Context: an optimization exercise on an open-source flow, tuned for small area and a short achievable clock period. The choices shown serve that exercise and are no tape-out recipe. The RTL was checked by simulation tests, not by an equivalence proof against the original design. Power and IR drop assume default switching activity.

run A:
Design message_extractor, start of the top module:
module message_extractor (
    input  logic                              clk,
    input  logic                              reset_n,
    input  logic                              in_valid,
    input  logic                              in_startofpacket,
    input  logic                              in_endofpacket,
    input  message_extractor_pkg::beat_t      in_data,
    input  message_extractor_pkg::empty_t     in_empty,
    output logic                              out_valid,
    output message_extractor_pkg::msg_data_t  out_data,
    output message_extractor_pkg::byte_mask_t out_bytemask
);
Size in the first run: ~2100 cells after synthesis, ~0.024 mm^2 of cells after synthesis.
==> flow/config.mk <==
export PLATFORM = sky130hd
export DESIGN_NAME = message_extractor
export DESIGN_NICKNAME = message_extractor
export VERILOG_FILES = /design/flow/design.v
export SDC_FILE = /design/flow/constraint.sdc
export NUM_CORES = 4
export LEC_CHECK = 0
export CAP_MARGIN = 20
export CORE_MARGIN = 2
export CORE_UTILIZATION = 30
export SLEW_MARGIN = 20
export SYNTH_HIERARCHICAL = 1
export SYNTH_MINIMUM_KEEP_SIZE = 0
==> flow/constraint.sdc <==
create_clock -name core_clock -period 18.0 [get_ports {clk}]
set_input_delay 3.6000 -clock core_clock [delete_from_list [all_inputs] [get_ports {clk}]]
set_output_delay 3.6000 -clock core_clock [all_outputs]
set_load 0.01 [all_outputs]
standard.sh (not shown) runs the stock make flow with config.mk's settings and CLKGATE_MAP_FILE= SYNTH_SCRIPT=/design/flow/synth_recipe.tcl, a recipe that flattens the netlist after the stock synthesis.
==> flow/flow/run.sh <==
#!/bin/bash
# Standard ORFS layout, with a setup margin for repair_timing (pushes paths well
# below the 18 ns clock) and minimum-size port buffers.
set -euo pipefail
bash standard.sh "SETUP_SLACK_MARGIN=13" "BUFFER_PORTS_ARGS=-buffer_cell sky130_fd_sc_hd__buf_1" "CTS_ARGS=-sink_clustering_enable -repair_clock_nets -sink_clustering_size 30 -sink_clustering_max_diameter 100 -dont_use_dummy_load -buf_list {sky130_fd_sc_hd__clkbuf_8 sky130_fd_sc_hd__clkbuf_16}" finish > make_flow.log 2>&1
Run A was carried through to the last stage, and its layout satisfied the timing, design-rule and antenna checks.
Setup changes, run A to run B
==> flow/flow/run.sh <==
#!/bin/bash
# Standard ORFS layout, with a setup margin for repair_timing (pushes paths well
# below the 18 ns clock), buf_1 on inputs and buf_2 on outputs.
set -euo pipefail
bash standard.sh "SETUP_SLACK_MARGIN=13.1" "BUFFER_PORTS_ARGS=-inputs -buffer_cell sky130_fd_sc_hd__buf_1" "PRE_GLOBAL_PLACE_TCL=$PWD/flow/pre_gpl.tcl" "CTS_ARGS=-sink_clustering_enable -repair_clock_nets -sink_clustering_size 24 -sink_clustering_max_diameter 120 -dont_use_dummy_load -buf_list {sky130_fd_sc_hd__clkbuf_8 sky130_fd_sc_hd__clkbuf_16}" finish > make_flow.log 2>&1
==> flow/flow/pre_gpl.tcl (new file) <==
# Output ports get a buf_2 (inputs get buf_1 from the standard port buffering)
buffer_ports -outputs -buffer_cell sky130_fd_sc_hd__buf_2
Notes after the runs:
As far as mean instance size in the synthesized netlist goes, run A and run B are indistinguishable; the numbers are identical. | final-stage net count | higher: run A |. Relative to run A, the number of antenna diodes of run B is higher by 1.
Input changes introduced in run C (baseline for comparison: run B):
==> flow/flow/run.sh <==
#!/bin/bash
# Standard ORFS layout, with a setup margin for repair_timing (pushes paths well
# below the 18 ns clock) and minimum-size port buffers.
set -euo pipefail
bash standard.sh "SETUP_SLACK_MARGIN=12.95" "BUFFER_PORTS_ARGS=-buffer_cell sky130_fd_sc_hd__buf_1" "CTS_ARGS=-sink_clustering_enable -repair_clock_nets -sink_clustering_size 24 -sink_clustering_max_diameter 120 -dont_use_dummy_load -buf_list {sky130_fd_sc_hd__clkbuf_8 sky130_fd_sc_hd__clkbuf_16}" finish > make_flow.log 2>&1
removed: flow/flow/pre_gpl.tcl
==> summary.txt <==
Delta(arrival time of data at the critical path endpoint, run C - run B) > 0. Placement-stage worst setup slack delta for run C relative to run B: 0.61 ns lower. Summary of run C over run B: final design utilization shows an increase of 0.67 points; total non-filler cell area in the finished layout went up by 540 um^2. Compared with run B, run C shows number of vias after detailed routing higher by 679. Run B has lower worst IR drop on VDD than run C. For run B, the endpoint of the most critical setup path was out_data[167], unlike run C, where it was out_data[229]. Looking at combinational share of power, run C sits above run B. Run B ended up with fewer cell instances than run C did. Setup slack: run C < run B. [diff] hold slack, run C relative to run B: regression.
Changes in run D relative to run C:
==> flow/flow/run.sh <==
#!/bin/bash
# Standard ORFS layout, with a setup margin for repair_timing (pushes paths well
# below the 18 ns clock), buf_2 port buffers and a sparser clock tree.
set -euo pipefail
bash standard.sh "SETUP_SLACK_MARGIN=13.2" "BUFFER_PORTS_ARGS=-buffer_cell sky130_fd_sc_hd__buf_2" "CTS_ARGS=-sink_clustering_enable -repair_clock_nets -sink_clustering_size 24 -sink_clustering_max_diameter 120 -dont_use_dummy_load -buf_list {sky130_fd_sc_hd__clkbuf_8 sky130_fd_sc_hd__clkbuf_16}" finish > make_flow.log 2>&1
Results
- Taking run C as the reference, in run D leakage component of the power now larger, setup slack moved down, number of cell instances on the worst register-to-register path rose 9.
- Re HPWL after detailed placement: run C and run D aren't equal, and the lower value belongs to run C.
- Area of the multi-input gates ended up 290 um^2 higher on run D than on run C.
- The destination of the critical timing path comes out out_data[41] in one run and out_data[229] in the other, namely in run D and run C respectively.
[inputs] run E vs run D
==> flow/flow/run.sh <==
#!/bin/bash
# Standard ORFS layout, with a setup margin for repair_timing (pushes paths well
# below the 18 ns clock) and minimum-size port buffers.
set -euo pipefail
bash standard.sh "SETUP_SLACK_MARGIN=12.8" "BUFFER_PORTS_ARGS=-buffer_cell sky130_fd_sc_hd__buf_1" "CTS_ARGS=-sink_clustering_enable -repair_clock_nets -sink_clustering_size 24 -sink_clustering_max_diameter 120 -dont_use_dummy_load -buf_list {sky130_fd_sc_hd__clkbuf_8 sky130_fd_sc_hd__clkbuf_16}" finish > make_flow.log 2>&1
### Flow results
met1 layer wirelength in the final routing, run E and run D, lower one = run E. Setup slack in run E is smaller than in run D. Looking at met2 track demand over resource across run E and run D, the one that comes out lower is run E. Diff run D -> run E | cell count | down by a few percent. Compared to run D, the router laid down less metal wire for run E. NOTE number of global-route vias before repair run D->run E decreased by a few percent. Non-clock buffer instance count of the final layout ended up about 22% lower on run E than on run D. Run D → run E: met1 global-route usage -3.2 points, count of fill cells added during filler insertion +303, worst hold slack -0.039 ns, overall power -0.000087 W.
Changes in run F relative to run E:
- CORE_UTILIZATION now 35, was 30
==> flow/flow/run.sh <==
#!/bin/bash
# Standard ORFS layout, with a setup margin for repair_timing (pushes paths well
# below the 18 ns clock) and minimum-size port buffers.
set -euo pipefail
bash standard.sh "SETUP_SLACK_MARGIN=13" "BUFFER_PORTS_ARGS=-buffer_cell sky130_fd_sc_hd__buf_1" "CTS_ARGS=-sink_clustering_enable -repair_clock_nets -sink_clustering_size 24 -sink_clustering_max_diameter 120 -dont_use_dummy_load -buf_list {sky130_fd_sc_hd__clkbuf_8 sky130_fd_sc_hd__clkbuf_16}" finish > make_flow.log 2>&1
Results
Run F: no failed stages, no open violations at the end. Against run E as the reference, run F delivers a higher utilization. Post-placement setup slack: run F higher than run E. Routed wire length grows by a few percent when moving from run E to run F. Diff run E -> run F: clock buffer count in the final layout went down 1, number of buffers outside the clock class in the layout went up 12, global-route usage went up 3.5 points, width of the die went down 7.3%.

==> afterwards: timing with drivers on the ports <==
How much do the figures lean on ideal ports? The routed layouts below were timed once more, with nothing changed but the port constraints.
Step 1 sets driving cells, clkbuf_16 on the clock port and buf_2 on the other inputs (assumed; they add their load-dependent delay and slew).
Step 2 times the ports against the registers' clock, not the clock port: input delays grow and output delays shrink by t, the midpoint of the rising clock arrivals with the driver on.
Slacks: ideal / step 1 / step 2; pairs: ideal / step 1.
run | t, ns | setup WS [ns] | worst data-port slew with drivers (ns)
run A | 0.673 | 12.989 / 13.000 / 12.327 | 0.09
run B | 0.668 | 13.029 / 13.037 / 12.369 | 0.10
run C | 0.656 | 12.971 / 12.974 / 12.318 | 0.09
run D | 0.670 | 12.953 / 12.969 / 12.299 | 0.07
run E | 0.667 | 12.841 / 12.863 / 12.196 | 0.08
run F | 0.645 | 12.900 / 12.911 / 12.267 | 0.08
After both steps setup and hold are still met in every run listed. The setup slack of run A, which loses most, moves by +0.011 ns with the drivers and by -0.662 ns with both steps.
